Source: an optimization exercise on an open RTL-to-GDS flow (aim: small area, a short achievable clock period and few clock cycles). Production flows keep margins and buffers that such runs may drop. Function was checked by simulation only, so behaviour that the tests miss may differ from the original. No activity file was given, so power comes from the tool's default toggle rates.

==> flow/design.v <==
module mdu_seq #(
  parameter int XLEN = 64
) (
  input  logic            clk,
  input  logic            rst,
  input  logic            start,
  input  logic [2:0]      mdu_op,
  input  logic            word,
  input  logic [XLEN-1:0] op1,
  input  logic [XLEN-1:0] op2,
  input  logic            flush,
  output logic            busy,
  output logic            stall_req,
  output logic            done,
  output logic [XLEN-1:0] result
);
  localparam logic [2:0] P_IDLE = 3'd0, P_STEP = 3'd1, P_NEG = 3'd2, P_MOVE = 3'd3,
                         P_DONE = 3'd4;
  logic [2:0]  ph;
  logic [64:0] H;           
  logic [63:0] L;           
  logic [63:0] B;           
  logic [6:0]  cnt;         
  logic        xprev;       
  logic        is_div, wrd, bsg;   
  logic        corr;        
  logic        hi_res;      
  logic        nega, negq;  
  logic        c_b1, c_b2, c_neg, c_cin, c_l, c_ah, c_ash;
  function automatic logic [63:0] sx32(input logic [31:0] v);
    sx32 = {{32{v[31]}}, v};
  endfunction
  logic        ld_sa, ld_sb, ld_swap, ld_nega, ld_negb, a16, a32;
  logic [63:0] ld_a, ld_b, ld_x, ld_m, ld_l;
  logic        f16_a, f16_b, f32_a, f32_b;
  logic [6:0]  ld_cnt;
  always_comb begin
    if (mdu_op[2]) begin
      ld_sa = ~mdu_op[0];
      ld_sb = ~mdu_op[0];
    end else begin
      ld_sa = word | (mdu_op[1:0] != 2'b11);
      ld_sb = word | ~mdu_op[1];
    end
    ld_a = word ? (ld_sa ? sx32(op1[31:0]) : {32'd0, op1[31:0]}) : op1;
    ld_b = word ? (ld_sb ? sx32(op2[31:0]) : {32'd0, op2[31:0]}) : op2;
    f16_a = word ? (op1[31:15] == '0 || op1[31:15] == '1) : (op1[63:15] == '0 || op1[63:15] == '1);
    f16_b = word ? (op2[31:15] == '0 || op2[31:15] == '1) : (op2[63:15] == '0 || op2[63:15] == '1);
    f32_a = word | (op1[63:31] == '0) | (op1[63:31] == '1);
    f32_b = word | (op2[63:31] == '0) | (op2[63:31] == '1);
    ld_swap = (f16_a & ~f16_b) | (f32_a & ~f32_b);
    ld_x    = ld_swap ? ld_a : ld_b;
    ld_m    = ld_swap ? ld_b : ld_a;
    ld_nega = ld_sa & ld_a[63];
    ld_negb = ld_sb & ld_b[63];
    a16 = ld_nega ? (ld_a[63:15] == '1) : (ld_a[63:16] == '0);
    a32 = ld_nega ? (ld_a[63:31] == '1) : (ld_a[63:32] == '0);
    if (!mdu_op[2])  begin ld_l = ld_x;                 ld_cnt = 7'd64; end
    else if (a16)    begin ld_l = {ld_a[15:0], 48'd0};  ld_cnt = 7'd16; end
    else if (a32)    begin ld_l = {ld_a[31:0], 32'd0};  ld_cnt = 7'd32; end
    else             begin ld_l = ld_a;                 ld_cnt = 7'd64; end
  end
  logic        m_skip, d_skip, bzero, ge, run;
  logic [66:0] add_a, add_b, sum, bext;
  logic [63:0] dmask;
  logic [71:0] rafter;
  always_comb begin
    m_skip = (cnt >= 7'd16) && (({L[15:0], xprev} == '0) || ({L[15:0], xprev} == '1));
    bzero  = (B == '0);
    run = 1'b1;
    for (int j = 63; j >= 0; j--) begin
      dmask[j] = run;
      run      = run & ~(B[j] ^ bsg);
    end
    rafter = {H[63:0], L[63:56]};
    d_skip = (cnt >= 7'd8) && !bzero && (rafter[71:64] == '0) && ((rafter[63:0] & dmask) == '0);
    bext  = {{3{bsg & B[63]}}, B};
    add_a = ({67{c_ah}} & {{2{H[64]}}, H}) | ({67{c_ash}} & {2'b00, H[63:0], L[63]});
    add_b = ({67{c_b1}} & bext) | ({67{c_b2}} & {bext[65:0], 1'b0}) | ({67{c_l}} & {3'b000, L});
    sum   = add_a + (add_b ^ {67{c_neg}}) + {66'd0, c_cin};
    ge    = ~sum[66];
  end
  logic [6:0] cnt_n, cm16, cm2, cm8, cm1;
  logic       fin_step, div_n, corr_n, bsg_n;
  logic [2:0] ph_n, win;
  always_comb begin
    cm16 = cnt - 7'd16;
    cm2  = cnt - 7'd2;
    cm8  = cnt - 7'd8;
    cm1  = cnt - 7'd1;
    if (!is_div) cnt_n = m_skip ? cm16 : cm2;
    else         cnt_n = d_skip ? cm8 : cm1;
    if (!is_div) fin_step = m_skip ? (cnt == 7'd16) : (cnt == 7'd2);
    else         fin_step = d_skip ? (cnt == 7'd8)  : (cnt == 7'd1);
    ph_n = ph;
    case (ph)
      P_IDLE: if (start && !flush) ph_n = (mdu_op[2] && ld_nega) ? P_NEG : P_STEP;
      P_STEP: if (flush) ph_n = P_IDLE;
        else if (fin_step) begin
          if (hi_res) ph_n = P_MOVE;
          else if (is_div && (negq || bzero)) ph_n = P_NEG;   
          else ph_n = P_DONE;
        end
      P_NEG:  if (flush || cnt == 7'd0) ph_n = flush ? P_IDLE : P_DONE;
        else ph_n = P_STEP;
      P_MOVE: if (flush) ph_n = P_IDLE;
        else if (is_div && nega) ph_n = P_NEG;
        else ph_n = P_DONE;
      default: ph_n = P_IDLE;
    endcase
    if (ph == P_IDLE) begin
      win    = ld_swap ? {op1[1:0], 1'b0} : {op2[1:0], 1'b0};
      div_n  = mdu_op[2];
      corr_n = ~mdu_op[2] & ~(ld_swap ? ld_sa : ld_sb) & ld_x[63];
      bsg_n  = mdu_op[2] ? ld_negb : (ld_swap ? ld_sb : ld_sa);
    end else begin
      win    = m_skip ? L[17:15] : L[3:1];
      div_n  = is_div;
      corr_n = corr;
      bsg_n  = bsg;
    end
  end
  always_ff @(posedge clk or posedge rst) begin
    if (rst) begin
      ph   <= P_IDLE;
      done <= 1'b0;
    end else begin
      ph   <= ph_n;
      done <= (ph_n == P_DONE) && (ph != P_DONE);
    end
  end
  always_ff @(posedge clk) begin
    c_b1  <= 1'b0;
    c_b2  <= 1'b0;
    c_neg <= 1'b0;
    c_cin <= 1'b0;
    c_l   <= 1'b0;
    c_ah  <= 1'b0;
    c_ash <= 1'b0;
    case (ph_n)
      P_STEP: if (div_n) begin
          c_b1  <= 1'b1;
          c_neg <= ~bsg_n;
          c_cin <= ~bsg_n;
          c_ash <= 1'b1;
        end else begin
          c_ah  <= 1'b1;
          c_b1  <= (win[1] ^ win[0]);
          c_b2  <= (win == 3'b011) || (win == 3'b100);
          c_neg <= win[2] & ~(win[1] & win[0]);
          c_cin <= win[2] & ~(win[1] & win[0]);
        end
      P_MOVE: begin
        c_ah <= 1'b1;
        c_b1 <= corr_n;
      end
      P_NEG: begin   
        c_l   <= ~(ph == P_STEP && bzero);
        c_neg <= 1'b1;
        c_cin <= ~(ph == P_STEP && bzero);
      end
      default: ;
    endcase
  end
  always_ff @(posedge clk) begin
    H <= '0;
    L <= ld_l;
    case (ph)
      P_IDLE: begin
        B      <= mdu_op[2] ? ld_b : ld_m;
        cnt    <= ld_cnt;
        xprev  <= 1'b0;
        is_div <= mdu_op[2];
        wrd    <= word;
        bsg    <= bsg_n;
        corr   <= corr_n;
        hi_res <= mdu_op[2] ? mdu_op[1] : (~word & (mdu_op[1:0] != 2'b00));
        nega   <= ld_nega;
        negq   <= ld_nega ^ ld_negb;
      end
      P_STEP: begin
        cnt <= cnt_n;
        if (!is_div) begin
          if (m_skip) begin
            H     <= {{16{H[64]}}, H[64:16]};
            L     <= {H[15:0], L[63:16]};
            xprev <= L[15];
          end else begin
            H     <= sum[66:2];
            L     <= {sum[1:0], L[63:2]};
            xprev <= L[1];
          end
        end else begin
          if (d_skip) begin
            H <= {1'b0, H[55:0], L[63:56]};
            L <= {L[55:0], 8'd0};
          end else begin
            H <= {1'b0, ge ? sum[63:0] : {H[62:0], L[63]}};
            L <= {L[62:0], ge};
          end
        end
      end
      P_NEG, P_MOVE: L <= sum[63:0];
      default: ;
    endcase
  end
  assign busy      = (ph != P_IDLE);
  assign stall_req = (start & ~busy) | (busy & ~done);
  assign result    = {wrd ? {32{L[31]}} : L[63:32], L[31:0]};
endmodule
clock: 8.0 ns
lec_check: 0
cap_margin: 20
core_margin: 2
core_utilization: 38
cts_cluster_diameter: 70
cts_cluster_size: 20
place_density: 0.5
setup_slack_margin: 3.3
slew_margin: 20
standard.sh (not shown) runs the stock make flow with config.mk's settings and CLKGATE_MAP_FILE= SYNTH_SCRIPT=/design/flow/synth_recipe.tcl, a recipe that flattens the netlist after the stock synthesis.
==> flow/flow/run.sh <==
#!/bin/bash
# The standard layout, except that the port buffers are plain buffers (buf_*) rather
# than the slow clock-delay cells buffer_ports would pick: the delay cells are barred
# only while global placement (where buffer_ports runs) is set up.
set -e
export PRE_GLOBAL_PLACE_TCL="$PWD/flow/pre_global_place.tcl"
bash standard.sh > standard.log 2>&1
==> flow/flow/pre_global_place.tcl <==
# Run by ORFS before global placement: keep buffer_ports off the delay cells.
set_dont_use [get_lib_cells {sky130_fd_sc_hd__clkdlybuf4s* sky130_fd_sc_hd__dlymetal6s* sky130_fd_sc_hd__dlygate4sd* sky130_fd_sc_hd__dlybuf4s*}]
Testbench counts at the start, summed over its fixed seeds: cycles 70,242.
Edit:
==> flow/run.sh (new file) <==
#!/bin/bash
# synth_recipe.tcl (not shown) runs the flow's synth.tcl, then flattens the netlist and writes it again
# the make line also repeats each setting of config.mk as NAME=value (left out here)
make -C /OpenROAD-flow-scripts/flow DESIGN_CONFIG=/design/flow/config.mk WORK_HOME=/design/flow/orfs CLKGATE_MAP_FILE= SYNTH_SCRIPT=/design/flow/synth_recipe.tcl finish
--- a/flow/config.mk
+++ b/flow/config.mk
@@ -10,5 +10,2 @@
 export CORE_UTILIZATION = 38
-export CTS_CLUSTER_DIAMETER = 70
-export CTS_CLUSTER_SIZE = 20
-export PLACE_DENSITY = 0.5
 export SETUP_SLACK_MARGIN = 3.3
removed: flow/flow/run.sh
removed: flow/flow/pre_global_place.tcl
removed: flow/standard.sh
The new run passed the timing, design-rule and antenna checks.
Routed wire length fell by a few percent.
Core utilization rose by 2.8 points.
Setup slack improved by 0.21 ns.
Critical path depth fell by 2.
Edit:
==> flow/flow/run.sh (new file) <==
#!/bin/bash
# The standard layout, except that the port buffers are plain buffers (buf_*) rather
# than the slow clock-delay cells buffer_ports would pick: the delay cells are barred
# only while global placement (where buffer_ports runs) is set up.
set -e
export PRE_GLOBAL_PLACE_TCL="$PWD/flow/pre_global_place.tcl"
bash standard.sh > standard.log 2>&1
==> flow/flow/pre_global_place.tcl (new file) <==
# Run by ORFS before global placement: keep buffer_ports off the delay cells.
set_dont_use [get_lib_cells {sky130_fd_sc_hd__clkdlybuf4s* sky130_fd_sc_hd__dlymetal6s* sky130_fd_sc_hd__dlygate4sd* sky130_fd_sc_hd__dlybuf4s*}]
==> flow/standard.sh (new file) <==
#!/bin/bash
# synth_recipe.tcl (not shown) runs the flow's synth.tcl, then flattens the netlist and writes it again
# the make line also repeats each setting of config.mk as NAME=value (left out here)
make -C /OpenROAD-flow-scripts/flow DESIGN_CONFIG=/design/flow/config.mk WORK_HOME=/design/flow/orfs CLKGATE_MAP_FILE= SYNTH_SCRIPT=/design/flow/synth_recipe.tcl "${@:-finish}"
removed: flow/run.sh
Clock skew hardly moves; global-route usage went down by 0.59 points; wire length went down by 0.65%; non-clock buffer count went down by 5; cell area went down by 5.0%; sequential cell count is unchanged; total power went up by 0.83%.

[afterwards: timing with drivers on the ports]
In the flow no input, the clock included, has a driving cell. The finished layouts below were timed again as built, in two steps.
Step 1 assumes that a clkbuf_16 drives the clock port and a buf_2 every other input.
Step 2 also shifts input and output timing later by t, the mid clock arrival at the registers, as if the neighbouring blocks saw the same clock.
Three values: no drivers, after step 1, after step 2; two values: the first two.
run | shift t [ns] | slack for setup (ns) | slew at the worst register clock pin (ns) | worst slew at a driven data input, ns
the first run | 0.622 | 3.072 / 3.072 / 2.794 | 0.09 / 0.09 | 0.05
the second run | 0.619 | 3.279 / 3.287 / 2.677 | 0.07 / 0.07 | 0.06
the third run | 0.621 | 3.220 / 3.220 / 2.825 | 0.07 / 0.07 | 0.05
After both steps setup and hold are still met in every run listed. The setup slack of the second run, which loses most, moves by +0.008 ns with the drivers and by -0.602 ns with both steps.
